Source: an optimization exercise on an open RTL-to-GDS flow (aim: small area). Production flows keep margins and buffers that such runs may drop.
In this exercise RTL edits were held to simulation tests only and were not proved equivalent to the original.
No activity file was given, so power comes from the tool's default toggle rates.

==> flow/design.v (excerpt) <==
module reg_file #(
    parameter int unsigned WIDTH = 32,
    parameter int unsigned CNT_W = 16
) (
    input  logic             CLK,
    input  logic             RST_n,
    input  logic [4:0]       rs,
    input  logic [4:0]       rt,
    input  logic [4:0]       rd,
    input  logic             RegDst,
    input  logic             RegWre,
    input  logic             DBDataSrc,
    input  logic [WIDTH-1:0] result,
    input  logic [WIDTH-1:0] DataOut,
    input  logic [4:0]       DbgAddr,
    output logic [WIDTH-1:0] ReadData1,
    output logic [WIDTH-1:0] ReadData2,
    output logic [WIDTH-1:0] DbgData,
    output logic [WIDTH-1:0] WriteData,
    output logic [CNT_W-1:0] WrCount
);
Size: ~1000 flip-flops.
==> flow/config.mk <==
export PLATFORM = sky130hd
export DESIGN_NAME = reg_file
export DESIGN_NICKNAME = reg_file
export VERILOG_FILES = /design/flow/design.v
export SDC_FILE = /design/flow/constraint.sdc
export NUM_CORES = 4
export LEC_CHECK = 0
export CAP_MARGIN = 20
export CORE_MARGIN = 2
export CORE_UTILIZATION = 40
export PLACE_DENSITY = 0.6
export SLEW_MARGIN = 20
export SYNTH_HIERARCHICAL = 1
==> flow/constraint.sdc <==
create_clock -name core_clock -period 8.0 [get_ports {CLK}]
set_input_delay 1.6000 -clock core_clock [delete_from_list [all_inputs] [get_ports {CLK}]]
set_output_delay 1.6000 -clock core_clock [all_outputs]
set_load 0.01 [all_outputs]
standard.sh (not shown) runs the stock make flow with config.mk's settings and CLKGATE_MAP_FILE= SYNTH_SCRIPT=/design/flow/synth_recipe.tcl, a recipe that flattens the netlist after the stock synthesis.
==> flow/flow/run.sh <==
#!/bin/bash
# Own layout flow: the standard ORFS flow (standard synthesis included), with
#  - the port buffers made of buf_1 cells instead of the default clkdlybuf4s50_1,
#  - clock tree synthesis with small clkbuf_4 cells, sized clusters and no dummy loads.
# Each tool's full output stays in orfs/logs/ (ORFS's per-step logs); make's own
# output goes to make_finish.log.
set -euo pipefail
bash standard.sh finish \
  "BUFFER_PORTS_ARGS=-buffer_cell sky130_fd_sc_hd__buf_1" \
  "CTS_ARGS=-sink_clustering_enable -repair_clock_nets -dont_use_dummy_load -buf_list sky130_fd_sc_hd__clkbuf_4 -sink_clustering_size 10 -sink_clustering_max_diameter 35" \
  > make_finish.log 2>&1
Rerun with:
--- a/flow/flow/run.sh
+++ b/flow/flow/run.sh
@@ -10 +10 @@
-  "CTS_ARGS=-sink_clustering_enable -repair_clock_nets -dont_use_dummy_load -buf_list sky130_fd_sc_hd__clkbuf_4 -sink_clustering_size 10 -sink_clustering_max_diameter 35" \
+  "CTS_ARGS=-sink_clustering_enable -repair_clock_nets -dont_use_dummy_load -buf_list sky130_fd_sc_hd__clkbuf_4 -sink_clustering_size 9 -sink_clustering_max_diameter 45" \
=> The changed run finished clean; power came out lower by 1.1%; fmax came out higher by 0.64%; clock-buffer cell count came out lower by 21; flip-flop and latch count is unchanged; design area stays flat; final cell count came out lower by about 0.4%; setup slack is better by 0.043 ns; routed wire length is about the same; via count stays flat; area after synthesis stays the same.

rev 12:
reg_file again, from the RTL that the note above started with.
// reg_file
module reg_file #(
    parameter int unsigned WIDTH = 32,
    parameter int unsigned CNT_W = 16
) (
    input  logic             CLK,
    input  logic             RST_n,
    input  logic [4:0]       rs,
    input  logic [4:0]       rt,
    input  logic [4:0]       rd,
    input  logic             RegDst,
    input  logic             RegWre,
    input  logic             DBDataSrc,
    input  logic [WIDTH-1:0] result,
    input  logic [WIDTH-1:0] DataOut,
    input  logic [4:0]       DbgAddr,
    output logic [WIDTH-1:0] ReadData1,
    output logic [WIDTH-1:0] ReadData2,
    output logic [WIDTH-1:0] DbgData,
    output logic [WIDTH-1:0] WriteData,
    output logic [CNT_W-1:0] WrCount
);
clock: 8.0 ns
lec_check: 0
cap_margin: 20
core_margin: 2
core_utilization: 35
place_density: 0.45
slew_margin: 20
synth_hierarchical: 1
==> flow/flow/run.sh <==
#!/bin/bash
# Own layout flow: the standard ORFS flow (standard synthesis included), with
#  - the port buffers made of buf_1 cells instead of the default clkdlybuf4s50_1,
#  - clock tree synthesis with small clkbuf_4 cells, sized clusters and no dummy loads.
# Each tool's full output stays in orfs/logs/ (ORFS's per-step logs); make's own
# output goes to make_finish.log.
set -euo pipefail
bash standard.sh finish \
  "BUFFER_PORTS_ARGS=-buffer_cell sky130_fd_sc_hd__buf_1" \
  "CTS_ARGS=-sink_clustering_enable -repair_clock_nets -dont_use_dummy_load -buf_list sky130_fd_sc_hd__clkbuf_4 -sink_clustering_size 10 -sink_clustering_max_diameter 35" \
  > make_finish.log 2>&1
Rev 12: PASS, flow complete, no timing, DRC or antenna violations
Edits applied to the flow inputs when going from rev 12 to rev 13:
Settings: a change of CORE_UTILIZATION from 35 to 30; a change of PLACE_DENSITY from 0.45 to 0.4; an added CELL_PAD_IN_SITES_GLOBAL_PLACEMENT of 2; an added CELL_PAD_IN_SITES_DETAIL_PLACEMENT of 1; a change of CAP_MARGIN from 20 to 5; a change of SLEW_MARGIN from 20 to 5.
--- a/flow/flow/run.sh
+++ b/flow/flow/run.sh
@@ -9,3 +9,3 @@
   "BUFFER_PORTS_ARGS=-buffer_cell sky130_fd_sc_hd__buf_1" \
-  "CTS_ARGS=-sink_clustering_enable -repair_clock_nets -dont_use_dummy_load -buf_list sky130_fd_sc_hd__clkbuf_4 -sink_clustering_size 10 -sink_clustering_max_diameter 35" \
+  "CTS_ARGS=-sink_clustering_enable -repair_clock_nets -dont_use_dummy_load -buf_list sky130_fd_sc_hd__clkbuf_4 -sink_clustering_size 12 -sink_clustering_max_diameter 40" \
   > make_finish.log 2>&1
Largest fanout on the critical path (rev 13 vs. rev 12) decreases by more than 10%. When the final numbers for rev 13 and rev 12 were put side by side, the combinational fraction of design power turned out to be smaller in rev 12. Rev 13 against rev 12: internal power now sits lower, worst hold slack across all endpoints now sits higher. Rev 13 vs rev 12 — area share of buffers outside the clock network rose 1.1 points. Final cell count of rev 13 exceeds that of rev 12 by a few percent. In rev 13 the non-clock buffer total of the final layout turned out 23% higher than in rev 12. The sequential share of layout area number comes out higher for rev 12 vs rev 13. Delta(first-pass iteration count of the detailed router, rev 13 - rev 12) < 0.

separate check: timing with driven ports:
No port has a modelled driver above. Below, the same layouts with a new extraction and two added sets of constraints.
Step 1 (the two cells are an assumption about what drives the block):
set clk [get_ports {CLK}]
set_driving_cell -lib_cell sky130_fd_sc_hd__clkbuf_16 $clk
set_driving_cell -lib_cell sky130_fd_sc_hd__buf_2 [delete_from_list [all_inputs] $clk]
Step 2, shift: input delay + t, output delay - t, t = (earliest + latest rising clock arrival at the registers) / 2. This alone moves slack from input paths to output paths.
Three values: ideal, step 1, step 2; two values: the first two.
| run | shift t [ns] | setup slack, ns | worst hold slack (ns) | worst register clock-pin slew, ns | cell pins on the clock port's net |
|---|---|---|---|---|---|
| the first run of note 1 | 1.202 | 1.273 / 1.219 / 1.219 | 0.501 / 0.501 / 0.501 | 0.12 / 0.12 | 1 |
| the second run of note 1 | 1.159 | 1.316 / 1.283 / 1.283 | 0.502 / 0.502 / 0.502 | 0.12 / 0.12 | 1 |
| rev 12 | 1.243 | 1.276 / 1.255 / 1.255 | 0.488 / 0.480 / 0.488 | 0.10 / 0.10 | 1 |
| rev 13 | 1.251 | 1.259 / 1.236 / 1.236 | 0.503 / 0.471 / 0.503 | 0.12 / 0.12 | 1 |
After both steps setup and hold are still met in every run listed. For the first run of note 1, which loses most, drivers alone change the setup slack by -0.054 ns; drivers and shift together by -0.054 ns.
